From an optimization exercise on the open Yosys and OpenROAD flow, aimed at small area; shortcuts taken in it are not production practice.
Function was checked by simulation only, so behaviour that the tests miss may differ from the original.

==> module rv_alu, before the edit <==
module rv_alu (
    input  logic        is_op_i,
    input  logic        is_opimm_i,
    input  logic        is_jal_i,
    input  logic        is_jalr_i,
    input  logic        is_br_i,
    input  logic [2:0]  f3_i,
    input  logic        alt_i,
    input  logic [31:0] op_a_i,
    input  logic [31:0] op_b_i,
    input  logic [31:0] imm_tgt_i,
    input  logic [31:0] pc_i,
    output logic [31:0] res_o,
    output logic        redirect_o,
    output logic [31:0] tgt_o
);
    logic alu_f3, sub;
    assign alu_f3 = is_op_i | is_opimm_i;
    assign sub    = is_br_i | (alu_f3 & (f3_i[2:1] == 2'b01)) |
                    (is_op_i & (f3_i == 3'b000) & alt_i);
    logic s_sum, s_sll, s_sll_n, s_srl, s_slt, s_sltu, s_xor, s_or, s_and, lx, ly;
    assign s_sum   = (!alu_f3 || (f3_i == 3'b000)) && !is_jalr_i;
    assign s_sll   = alu_f3 && (f3_i == 3'b001);
    assign s_sll_n = !s_sll;
    assign s_slt   = alu_f3 && (f3_i == 3'b010);
    assign s_sltu  = alu_f3 && (f3_i == 3'b011);
    assign s_xor   = alu_f3 && (f3_i == 3'b100);
    assign s_srl   = alu_f3 && (f3_i == 3'b101);
    assign s_or    = alu_f3 && (f3_i == 3'b110);
    assign s_and   = alu_f3 && (f3_i == 3'b111);
    assign lx      = s_xor | s_or;    
    assign ly      = s_and | s_or;    
    logic [31:0] bx;
    for (genvar i = 0; i < 32; i++) begin : g_bx
        xor2 u_x (.a(op_b_i[i]), .b(sub), .y(bx[i]));
    end
    logic [31:0] sum, p, g;
    logic        cout;
    cla32 #(.FAST(1'b1)) u_add (.a_i(op_a_i), .b_i(bx), .c_i(sub), .s_o(sum), .p_o(p), .g_o(g),
                                .c_o(cout));
    logic [31:0] pt, tp, tg;
    logic        tc;
    cla32 #(.FAST(1'b0)) u_pc (.a_i(pc_i), .b_i(imm_tgt_i), .c_i(1'b0), .s_o(pt), .p_o(tp),
                               .g_o(tg), .c_o(tc));
    logic        fill, b4, b4_n, fill4;
    logic [31:0] sh_in, s1, s2, s3;
    logic [46:0] s1x;
    logic [43:0] s2x;
    assign fill  = s_sll_n & alt_i & op_a_i[31];
    assign b4    = op_b_i[4];
    assign b4_n  = ~op_b_i[4];
    assign fill4 = fill & op_b_i[4];
    for (genvar i = 0; i < 32; i++) begin : g_rev
        ao22 u_m (.a1(s_sll_n), .a2(op_a_i[i]), .b1(s_sll), .b2(op_a_i[31-i]), .y(sh_in[i]));
    end
    assign s1x = {{15{fill}}, sh_in};
    for (genvar i = 0; i < 32; i++) begin : g_s1
        mux4 u_m (.s(op_b_i[1:0]), .a0(s1x[i]), .a1(s1x[i+1]), .a2(s1x[i+2]), .a3(s1x[i+3]),
                  .y(s1[i]));
    end
    assign s2x = {{12{fill}}, s1};
    for (genvar i = 0; i < 32; i++) begin : g_s2
        mux4 u_m (.s(op_b_i[3:2]), .a0(s2x[i]), .a1(s2x[i+4]), .a2(s2x[i+8]), .a3(s2x[i+12]),
                  .y(s2[i]));
    end
    for (genvar i = 0; i < 32; i++) begin : g_s3
        if (i < 16) begin : g_lo
            ao22 u_m (.a1(b4_n), .a2(s2[i]), .b1(b4), .b2(s2[i+16]), .y(s3[i]));
        end else begin : g_hi
            ao21 u_m (.a1(b4_n), .a2(s2[i]), .b1(fill4), .y(s3[i]));
        end
    end
    logic eq, sd, lt;
    assign eq = &p;
    assign sd = op_a_i[31] ^ op_b_i[31];
    assign lt = sd ? op_a_i[31] : sum[31];
    for (genvar i = 0; i < 32; i++) begin : g_res
        logic t_n, l_n;
        aoi222 u_t (.a1(s_sum), .a2(sum[i]), .b1(s_sll), .b2(s3[31-i]), .c1(s_srl), .c2(s3[i]),
                    .y(t_n));
        aoi222 u_l (.a1(lx), .a2(p[i]), .b1(ly), .b2(g[i]), .c1(is_jalr_i), .c2(pt[i]),
                    .y(l_n));
        if (i == 0) begin : g_slt
            assign res_o[i] = ~(t_n & l_n) | (s_slt & lt) | (s_sltu & ~cout);
        end else begin : g_plain
            assign res_o[i] = ~(t_n & l_n);
        end
    end
    logic jalr_n;
    assign jalr_n = ~is_jalr_i;
    for (genvar i = 0; i < 32; i++) begin : g_tgt
        if (i == 0) begin : g_b0
            assign tgt_o[i] = jalr_n & pt[i];
        end else begin : g_bn
            ao22 u_m (.a1(is_jalr_i), .a2(sum[i]), .b1(jalr_n), .b2(pt[i]), .y(tgt_o[i]));
        end
    end
    br_cond u_br (
        .jump_i(is_jal_i | is_jalr_i), .is_br_i(is_br_i), .f3_i(f3_i),
        .sd_i(sd), .a31_i(op_a_i[31]), .sum31_i(sum[31]), .cout_i(cout), .eq_i(eq),
        .redirect_o(redirect_o)
    );
endmodule
clock: 9.0 ns
lec_check: 0
cap_margin: 20
core_margin: 2
core_utilization: 55
cts_cluster_diameter: 100
cts_cluster_size: 25
slew_margin: 20
synth_hierarchical: 1
run.sh (not shown) runs the stock make flow with config.mk's settings and CLKGATE_MAP_FILE= SYNTH_SCRIPT=/design/flow/synth_recipe.tcl, a recipe that flattens the netlist after the stock synthesis.
The first run finished with timing, DRC and antenna clean.
Change:
--- a/flow/design.v
+++ b/flow/design.v
@@ -185,11 +185,12 @@
     end
     logic [31:0] sum, p, g;
     logic        cout;
     cla32 #(.FAST(1'b1)) u_add (.a_i(op_a_i), .b_i(bx), .c_i(sub), .s_o(sum), .p_o(p), .g_o(g),
                                 .c_o(cout));
-    logic [31:0] pt, tp, tg;
+    logic [31:0] pt;
+    logic [31:0] tp, tg;
     logic        tc;
     cla32 #(.FAST(1'b0)) u_pc (.a_i(pc_i), .b_i(imm_tgt_i), .c_i(1'b0), .s_o(pt), .p_o(tp),
                                .g_o(tg), .c_o(tc));
     logic        fill, b4, b4_n, fill4;
     logic [31:0] sh_in, s1, s2, s3;
@@ -201,18 +202,23 @@
     assign fill4 = fill & op_b_i[4];
     for (genvar i = 0; i < 32; i++) begin : g_rev
         ao22 u_m (.a1(s_sll_n), .a2(op_a_i[i]), .b1(s_sll), .b2(op_a_i[31-i]), .y(sh_in[i]));
     end
     assign s1x = {{15{fill}}, sh_in};
+    logic [3:0] o1, o2;
+    always_comb begin
+        for (int j = 0; j < 4; j++) begin
+            o1[j] = (op_b_i[1:0] == 2'(j));
+            o2[j] = (op_b_i[3:2] == 2'(j));
+        end
+    end
     for (genvar i = 0; i < 32; i++) begin : g_s1
-        mux4 u_m (.s(op_b_i[1:0]), .a0(s1x[i]), .a1(s1x[i+1]), .a2(s1x[i+2]), .a3(s1x[i+3]),
-                  .y(s1[i]));
+        mux4oh u_m (.s(o1), .d({s1x[i+3], s1x[i+2], s1x[i+1], s1x[i]}), .y(s1[i]));
     end
     assign s2x = {{12{fill}}, s1};
     for (genvar i = 0; i < 32; i++) begin : g_s2
-        mux4 u_m (.s(op_b_i[3:2]), .a0(s2x[i]), .a1(s2x[i+4]), .a2(s2x[i+8]), .a3(s2x[i+12]),
-                  .y(s2[i]));
+        mux4oh u_m (.s(o2), .d({s2x[i+12], s2x[i+8], s2x[i+4], s2x[i]}), .y(s2[i]));
     end
     for (genvar i = 0; i < 32; i++) begin : g_s3
         if (i < 16) begin : g_lo
             ao22 u_m (.a1(b4_n), .a2(s2[i]), .b1(b4), .b2(s2[i+16]), .y(s3[i]));
         end else begin : g_hi
@@ -366,10 +372,48 @@
     for (genvar i = 0; i < 32; i++) begin : g_sum
         xor2 u_x (.a(p_o[i]), .b(c[i]), .y(s_o[i]));
     end
     assign c_o = c[32];
 endmodule
+module rca32 (
+    input  logic [31:0] a_i,
+    input  logic [31:0] b_i,
+    output logic [31:0] s_o
+);
+    logic [31:0] p, g;
+    logic [32:0] c;
+    assign c[0] = 1'b0;
+    for (genvar i = 0; i < 32; i++) begin : g_bit
+        hadd u_ha (.a(a_i[i]), .b(b_i[i]), .s(p[i]), .c(g[i]));
+        if (i == 0) begin : g_c0
+            assign c[1] = g[0];
+        end else if (i < 31) begin : g_ci
+            ao21 u_c (.a1(p[i]), .a2(c[i]), .b1(g[i]), .y(c[i+1]));
+        end
+        if (i == 0) begin : g_s0
+            assign s_o[0] = p[0];
+        end else begin : g_si
+            xor2 u_x (.a(p[i]), .b(c[i]), .y(s_o[i]));
+        end
+    end
+endmodule
+module mux4oh (
+    input  logic [3:0] s,
+    input  logic [3:0] d,
+    output logic       y
+);
+    logic t_n, u_n;
+    aoi222 u_a (.a1(s[0]), .a2(d[0]), .b1(s[1]), .b2(d[1]), .c1(s[2]), .c2(d[2]), .y(t_n));
+    nand2  u_b (.a(s[3]), .b(d[3]), .y(u_n));
+    nand2  u_c (.a(t_n), .b(u_n), .y(y));
+endmodule
+module nand2 (
+    input  logic a, b,
+    output logic y
+);
+    assign y = ~(a & b);
+endmodule
 module hadd (
     input  logic a, b,
     output logic s, c
 );
     assign s = a ^ b;
After rerunning:
- The changed run finished with timing, DRC and antenna clean
- via count increases by 2.8%
- worst setup slack gets worse by 0.34 ns
- cell area barely changes
- wire length rises by 3.8%
- worst hold slack gains 0.0034 ns
- area after synthesis shrinks by 0.58%
- global-route usage rises by 1.9 points
- clock skew came out higher by 0.025 ns
- register-to-register slack is worse by 0.66 ns
- die area drops by 0.57%
- utilization came out higher by 0.94 points

[separate check: timing with driven ports]
Ports are ideal in the flow. The routed layouts listed here were re-timed in OpenROAD. Step 1 sets driving cells, clkbuf_16 on the clock port and buf_2 on the other inputs (assumed; they add their load-dependent delay and slew). Step 2 also shifts input and output timing later by t, the mid clock arrival at the registers, as if the neighbouring blocks saw the same clock. a / b / c = no drivers / after step 1 / after step 2; a / b = the first two.
| run | t (ns) | setup slack, ns | hold WS [ns] | latest minus earliest clock arrival (ns) | pins driven straight from the clock port |
|---|---|---|---|---|---|
| the first run | 0.761 | 0.750 / 0.787 / 0.026 | 0.466 / 0.466 / 0.466 | 0.042 / 0.042 | 1 |
| the second run | 0.778 | 0.407 / 0.426 / -0.320 | 0.469 / 0.469 / 0.469 | 0.067 / 0.067 | 1 |
With both steps, setup timing fails in the second run, where it was met with ideal ports. The setup slack of the second run, which loses most, moves by +0.019 ns with the drivers and by -0.727 ns with both steps.
